Context: an optimization exercise on an open-source flow, tuned for small area, a short achievable clock period and few clock cycles. The choices shown serve that exercise and are no tape-out recipe. At most, simulation tests tie the RTL to the original design; equivalence was not proved.

== v6 ==
Design chunk_bounds_centroid_reduce, start of the top module:
module chunk_bounds_centroid_reduce #(
   parameter int CHUNK_LEN = cbcr_pkg::CHUNK_LEN_DEF
) (
   input  logic         clock,
   input  logic         reset,
   input  logic         req_tvalid,
   output logic         req_tready,
   input  logic [191:0] req_tdata,
   input  logic         req_tlast,
   output logic         rsp_tvalid,
   input  logic         rsp_tready,
   output logic [375:0] rsp_tdata
);
For scale: about 4,700 cells after synthesis, about 530 flip-flops, roughly 580 I/O pins, about 0.043 mm² of cells after synthesis.
==> module cbcr_datapath, before the edit <==
module cbcr_datapath #(
   parameter int CHUNK_LEN = cbcr_pkg::CHUNK_LEN_DEF,
   parameter int DIV_BITS  = cbcr_pkg::DIV_BITS
) (
   input  logic         clock,
   input  logic         reset,
   input  logic [191:0] req_tdata,
   input  logic         req_tlast,
   input  logic         fold,
   input  logic         div_step,
   input  logic         fix,
   input  logic         size_step,
   input  logic         xfer,
   output logic         s1_last,
   output logic         fill_full,
   output logic [375:0] rsp_tdata
);
   localparam int POS_W   = cbcr_pkg::POS_W;
   localparam int SCALE_W = cbcr_pkg::SCALE_W;
   localparam int BOX_W   = cbcr_pkg::BOX_W;
   localparam int SIZE_W  = cbcr_pkg::SIZE_W;
   localparam int START_W = cbcr_pkg::START_W;
   localparam int AXES    = cbcr_pkg::AXES;
   localparam int CNT_W   = $clog2(CHUNK_LEN + 1);
   localparam int REM_W   = CNT_W - 1;
   localparam int ACC_W   = POS_W + REM_W;
   localparam int STEPS   = cbcr_pkg::DIV_STEPS;
   localparam int SUM_W   = STEPS + REM_W;
   localparam int BND_W   = BOX_W - 1;
   logic [POS_W-1:0]   p_ff [AXES];
   logic [SCALE_W-1:0] r_ff;
   logic               last_ff;
   logic [SCALE_W-1:0] sx, sy, sz, radius;
   logic [SUM_W-1:0]   sum_ff [AXES];
   logic [BND_W-1:0]   lo_ff  [AXES];
   logic [BND_W-1:0]   hi_ff  [AXES];
   logic [SCALE_W-1:0] peak_ff;
   logic [CNT_W-1:0]   fill_ff;
   logic [START_W-1:0] start_ff;
   logic               full_ff;       
   logic               first;
   logic [SUM_W-1:0]   sum_in [AXES];
   logic [SUM_W-1:0]   div_out [AXES];
   logic [BND_W-1:0]   lo_c   [AXES];
   logic [BND_W-1:0]   hi_c   [AXES];
   logic               lo_take [AXES];
   logic               hi_take [AXES];
   localparam int SB = cbcr_pkg::SIZE_BITS;
   logic [SB-1:0]      size_bits  [AXES];
   logic               borrow_out [AXES];
   logic               borrow_ff  [AXES];
   logic [POS_W-1:0]   center [AXES];
   logic [SIZE_W-1:0]  size   [AXES];
   assign sx = req_tdata[126:96];
   assign sy = req_tdata[157:127];
   assign sz = req_tdata[188:158];
   always_comb begin
      logic xy, xz, yz, tx, ty, tz;
      xy = sx >= sy;
      xz = sx >= sz;
      yz = sy >= sz;
      tx = xy && xz;
      ty = !xy && yz;
      tz = !tx && !ty;
      radius = (sx & {SCALE_W{tx}}) | (sy & {SCALE_W{ty}}) | (sz & {SCALE_W{tz}});
   end
   always_ff @(posedge clock) begin
      for (int k = 0; k < AXES; k++) p_ff[k] <= req_tdata[32*k +: 32];
      r_ff    <= radius;
      last_ff <= req_tlast;
   end
   assign s1_last   = last_ff;
   assign fill_full = full_ff;
   assign first     = (fill_ff == '0);
   for (genvar g = 0; g < AXES; g++) begin : g_axis
      cbcr_div #(
         .REM_W (REM_W),
         .Q_W   (STEPS),
         .BITS  (DIV_BITS)
      ) u_div (
         .word_in  (sum_ff[g]),
         .divisor  (fill_ff),
         .word_out (div_out[g])
      );
      always_comb begin
         logic [BND_W-1:0] pe, re;
         logic [ACC_W-1:0] acc;
         logic [POS_W-1:0] q;
         logic             up, lsb;
         q   = sum_ff[g][POS_W-1:0];
         up  = fix && !q[POS_W-1] && (sum_ff[g][SUM_W-1:STEPS] != '0);
         {acc, lsb} = {(first ? ACC_W'(0) : sum_ff[g][ACC_W-1:0]), up}
                    + {ACC_W'({~p_ff[g][POS_W-1], p_ff[g][POS_W-2:0]} & {POS_W{fold}}), up};
         sum_in[g] = SUM_W'(acc);
         pe   = BND_W'($signed(p_ff[g]));
         re   = BND_W'(r_ff);
         lo_c[g] = pe - re;
         hi_c[g] = pe + re;
         lo_take[g] = first || $signed(lo_c[g]) < $signed(lo_ff[g]);
         hi_take[g] = first || $signed(hi_c[g]) > $signed(hi_ff[g]);
      end
      always_comb begin
         logic [SB:0] d;
         d = {1'b0, hi_ff[g][SB-1:0]} - {1'b0, lo_ff[g][SB-1:0]} - (SB+1)'(borrow_ff[g]);
         size_bits[g]  = d[SB-1:0];
         borrow_out[g] = d[SB];
      end
      always_ff @(posedge clock) begin
         if (fold || fix) begin
            sum_ff[g] <= sum_in[g];
         end else if (div_step) begin
            sum_ff[g] <= div_out[g];
         end
         if (size_step) begin
            lo_ff[g] <= {lo_ff[g][SB-1:0], lo_ff[g][BND_W-1:SB]};
            hi_ff[g] <= {size_bits[g], hi_ff[g][BND_W-1:SB]};
         end else if (fold) begin
            if (lo_take[g]) lo_ff[g] <= lo_c[g];
            if (hi_take[g]) hi_ff[g] <= hi_c[g];
         end
         borrow_ff[g] <= size_step && borrow_out[g];
      end
      always_comb begin
         center[g] = {~sum_ff[g][POS_W-1], sum_ff[g][POS_W-2:0]};
         size[g]   = SIZE_W'(hi_ff[g]);
      end
   end
   always_ff @(posedge clock) begin
      if (fold) peak_ff <= (first || r_ff > peak_ff) ? r_ff : peak_ff;
   end
   always_ff @(posedge clock) begin
      if (reset) begin
         fill_ff  <= '0;
         full_ff  <= 1'b0;
         start_ff <= '0;
      end else if (xfer) begin
         fill_ff  <= '0;
         full_ff  <= 1'b0;
         start_ff <= start_ff + START_W'(fill_ff);
      end else if (fold) begin
         fill_ff  <= fill_ff + CNT_W'(1);
         full_ff  <= (fill_ff == CNT_W'(CHUNK_LEN - 2));
      end
   end
   assign rsp_tdata = {7'b0000000,
                       size[2], size[1], size[0],
                       lo_ff[2][BND_W-1], lo_ff[2], lo_ff[1][BND_W-1], lo_ff[1],
                       lo_ff[0][BND_W-1], lo_ff[0],
                       peak_ff,
                       center[2], center[1], center[0],
                       fill_ff, start_ff};
endmodule
export LEC_CHECK = 0
export CAP_MARGIN = 20
export CORE_MARGIN = 2
export CORE_UTILIZATION = 40
export SLEW_MARGIN = 20
export TNS_END_PERCENT = 5
create_clock -name core_clock -period 13.0 [get_ports {clock}]
standard.sh (not shown) runs the stock make flow with config.mk's settings and CLKGATE_MAP_FILE= SYNTH_SCRIPT=/design/flow/synth_recipe.tcl, a recipe that flattens the netlist after the stock synthesis.
==> flow/flow/run.sh <==
#!/bin/bash
# The standard layout, except: adders' carry logic starts from the map in
# flow/lcu.v, the port buffers are the smallest buffer cell, and timing
# repair aims for more setup slack.
set -euo pipefail
here=$(pwd)
bash standard.sh "SYNTH_OPERATIONS_ARGS=-extra-map $here/flow/lcu.v" \
   "BUFFER_PORTS_ARGS=-buffer_cell sky130_fd_sc_hd__buf_1" SETUP_SLACK_MARGIN=8 finish > standard.log 2>&1
==> flow/flow/lcu.v <==
(* techmap_celltype = "$lcu" *)
module _80_lcu_sklansky (P, G, CI, CO);
	parameter WIDTH = 2;

	(* force_downto *)
	input [WIDTH-1:0] P, G;
	input CI;

	(* force_downto *)
	output [WIDTH-1:0] CO;

	integer i, j;
	(* force_downto *)
	reg [WIDTH-1:0] p, g;

	wire [1023:0] _TECHMAP_DO_ = "proc; opt -fast";

	always @* begin
		p = P;
		g = G;

		// in almost all cases CI will be constant zero
		g[0] = g[0] | (p[0] & CI);

		for (i = 0; i < $clog2(WIDTH); i = i + 1) begin
			// iterate in reverse so we don't confuse a result from this stage and the previous
			for (j = WIDTH - 1; j >= 0; j = j - 1) begin
				if (j & 2**i) begin
					g[j] = g[j] | p[j] & g[(j & ~(2**i - 1)) - 1];
					p[j] = p[j] & p[(j & ~(2**i - 1)) - 1];
				end
			end
		end
	end

	assign CO = g;
endmodule
For v7, these inputs were changed with respect to v6:
==> flow/design.v, changed modules only <==
module cbcr_datapath #(
   parameter int CHUNK_LEN = cbcr_pkg::CHUNK_LEN_DEF,
   parameter int DIV_BITS  = cbcr_pkg::DIV_BITS
) (
   input  logic         clock,
   input  logic         reset,
   input  logic [191:0] req_tdata,
   input  logic         req_tlast,
   input  logic         fold,
   input  logic         div_step,
   input  logic         fix,
   input  logic         size_step,
   input  logic         xfer,
   output logic         s1_last,
   output logic         fill_full,
   output logic [375:0] rsp_tdata
);
   localparam int POS_W   = cbcr_pkg::POS_W;
   localparam int SCALE_W = cbcr_pkg::SCALE_W;
   localparam int BOX_W   = cbcr_pkg::BOX_W;
   localparam int SIZE_W  = cbcr_pkg::SIZE_W;
   localparam int START_W = cbcr_pkg::START_W;
   localparam int AXES    = cbcr_pkg::AXES;
   localparam int CNT_W   = $clog2(CHUNK_LEN + 1);
   localparam int REM_W   = CNT_W - 1;
   localparam int ACC_W   = POS_W + REM_W;
   localparam int STEPS   = cbcr_pkg::DIV_STEPS;
   localparam int SUM_W   = STEPS + REM_W;
   localparam int BND_W   = BOX_W - 1;
   logic [POS_W-1:0]   p_ff [AXES];
   logic [SCALE_W-1:0] r_ff;
   logic               last_ff;
   logic [SCALE_W-1:0] sx, sy, sz, radius;
   logic [SUM_W-1:0]   sum_ff [AXES];
   logic [BND_W-1:0]   lo_ff  [AXES];
   logic [BND_W-1:0]   hi_ff  [AXES];
   logic [SCALE_W-1:0] peak_ff;
   logic [CNT_W-1:0]   fill_ff;
   logic [START_W-1:0] start_ff;
   logic               first;
   logic [SUM_W-1:0]   sum_in [AXES];
   logic [SUM_W-1:0]   div_out [AXES];
   logic [BND_W-1:0]   lo_c   [AXES];
   logic [BND_W-1:0]   hi_c   [AXES];
   logic               lo_take [AXES];
   logic               hi_take [AXES];
   localparam int SB = cbcr_pkg::SIZE_BITS;
   logic [SB-1:0]      size_bits  [AXES];
   logic               borrow_out [AXES];
   logic               borrow_ff  [AXES];
   logic [POS_W-1:0]   center [AXES];
   logic [SIZE_W-1:0]  size   [AXES];
   assign sx = req_tdata[126:96];
   assign sy = req_tdata[157:127];
   assign sz = req_tdata[188:158];
   always_comb begin
      logic xy, xz, yz;
      xy = sx >= sy;
      xz = sx >= sz;
      yz = sy >= sz;
      if (xy && xz)      radius = sx;
      else if (!xy && yz) radius = sy;
      else               radius = sz;
   end
   always_ff @(posedge clock) begin
      for (int k = 0; k < AXES; k++) p_ff[k] <= req_tdata[32*k +: 32];
      r_ff    <= radius;
      last_ff <= req_tlast;
   end
   assign s1_last   = last_ff;
   assign fill_full = (fill_ff == CNT_W'(CHUNK_LEN - 1));
   assign first     = (fill_ff == '0);
   for (genvar g = 0; g < AXES; g++) begin : g_axis
      cbcr_div #(
         .REM_W (REM_W),
         .Q_W   (STEPS),
         .BITS  (DIV_BITS)
      ) u_div (
         .word_in  (sum_ff[g]),
         .divisor  (fill_ff),
         .word_out (div_out[g])
      );
      always_comb begin
         logic [BND_W-1:0] pe, re;
         logic [ACC_W-1:0] acc;
         logic [POS_W-1:0] q;
         logic             up, lsb;
         q   = sum_ff[g][POS_W-1:0];
         up  = fix && !q[POS_W-1] && (sum_ff[g][SUM_W-1:STEPS] != '0);
         {acc, lsb} = {(first ? ACC_W'(0) : sum_ff[g][ACC_W-1:0]), up}
                    + {ACC_W'({~p_ff[g][POS_W-1], p_ff[g][POS_W-2:0]} & {POS_W{fold}}), up};
         sum_in[g] = SUM_W'(acc);
         pe   = BND_W'($signed(p_ff[g]));
         re   = BND_W'(r_ff);
         lo_c[g] = pe - re;
         hi_c[g] = pe + re;
         lo_take[g] = first || $signed(lo_c[g]) < $signed(lo_ff[g]);
         hi_take[g] = first || $signed(hi_c[g]) > $signed(hi_ff[g]);
      end
      always_comb begin
         logic [SB:0] d;
         d = {1'b0, hi_ff[g][SB-1:0]} - {1'b0, lo_ff[g][SB-1:0]} - (SB+1)'(borrow_ff[g]);
         size_bits[g]  = d[SB-1:0];
         borrow_out[g] = d[SB];
      end
      always_ff @(posedge clock) begin
         if (fold || fix) begin
            sum_ff[g] <= sum_in[g];
         end else if (div_step) begin
            sum_ff[g] <= div_out[g];
         end
         if (size_step) begin
            lo_ff[g] <= {lo_ff[g][SB-1:0], lo_ff[g][BND_W-1:SB]};
            hi_ff[g] <= {size_bits[g], hi_ff[g][BND_W-1:SB]};
         end else if (fold) begin
            if (lo_take[g]) lo_ff[g] <= lo_c[g];
            if (hi_take[g]) hi_ff[g] <= hi_c[g];
         end
         borrow_ff[g] <= size_step && borrow_out[g];
      end
      always_comb begin
         center[g] = {~sum_ff[g][POS_W-1], sum_ff[g][POS_W-2:0]};
         size[g]   = SIZE_W'(hi_ff[g]);
      end
   end
   always_ff @(posedge clock) begin
      if (fold) peak_ff <= (first || r_ff > peak_ff) ? r_ff : peak_ff;
   end
   always_ff @(posedge clock) begin
      if (reset) begin
         fill_ff  <= '0;
         start_ff <= '0;
      end else if (xfer) begin
         fill_ff  <= '0;
         start_ff <= start_ff + START_W'(fill_ff);
      end else if (fold) begin
         fill_ff  <= fill_ff + CNT_W'(1);
      end
   end
   assign rsp_tdata = {7'b0000000,
                       size[2], size[1], size[0],
                       lo_ff[2][BND_W-1], lo_ff[2], lo_ff[1][BND_W-1], lo_ff[1],
                       lo_ff[0][BND_W-1], lo_ff[0],
                       peak_ff,
                       center[2], center[1], center[0],
                       fill_ff, start_ff};
endmodule
==> results.txt <==
Diff v6 -> v7: utilization rose by 0.46 points, register-to-register slack now sits higher, sequential cell count stayed essentially flat.
Against v6 as the reference, v7 delivers a lower wire length of the first global-routing pass.
v6 ended up with u_datapath.hi_ff[2][2] as its endpoint of the worst setup timing path; v7 ended up with u_datapath.hi_ff[0][20].
Worst slack at placement delta (v7 − v6): favourable
Detailed-routing wirelength on met1: v7 vs v6 down about 1.6%
v7: setup slack 0.32 ns above v6
Summary: with v6 as the reference, synthesized cell count in v7 moved up slightly.
Insertion delay to the later sink of the worst-skew pair: v7 vs v6 up 0.02 ns
Testbench counts of v7, summed over its fixed seeds: cycles 79,926.
Function not checked in v6: the RTL went through the layout flow alone.

## port drivers added, routing unchanged
No port has a modelled driver above. Below, the same layouts with a new extraction and two added sets of constraints. Step 1, drivers: a clkbuf_16 drives clock and a buf_2 each remaining input, both assumed. Step 2 times the ports against the registers' clock, not the clock port: input delays grow and output delays shrink by t, the midpoint of the rising clock arrivals with the driver on. Slacks: ideal / step 1 / step 2; pairs: ideal / step 1.
run	shift t [ns]	slack for setup (ns)	worst data-port slew with drivers (ns)
v6	0.706	7.122 / 7.122 / 6.760	0.11
v7	0.716	7.446 / 7.446 / 7.003	0.14
After both steps every run listed still meets setup and hold. The setup slack of v7, which loses most, moves by 0.000 ns with the drivers and by -0.443 ns with both steps.
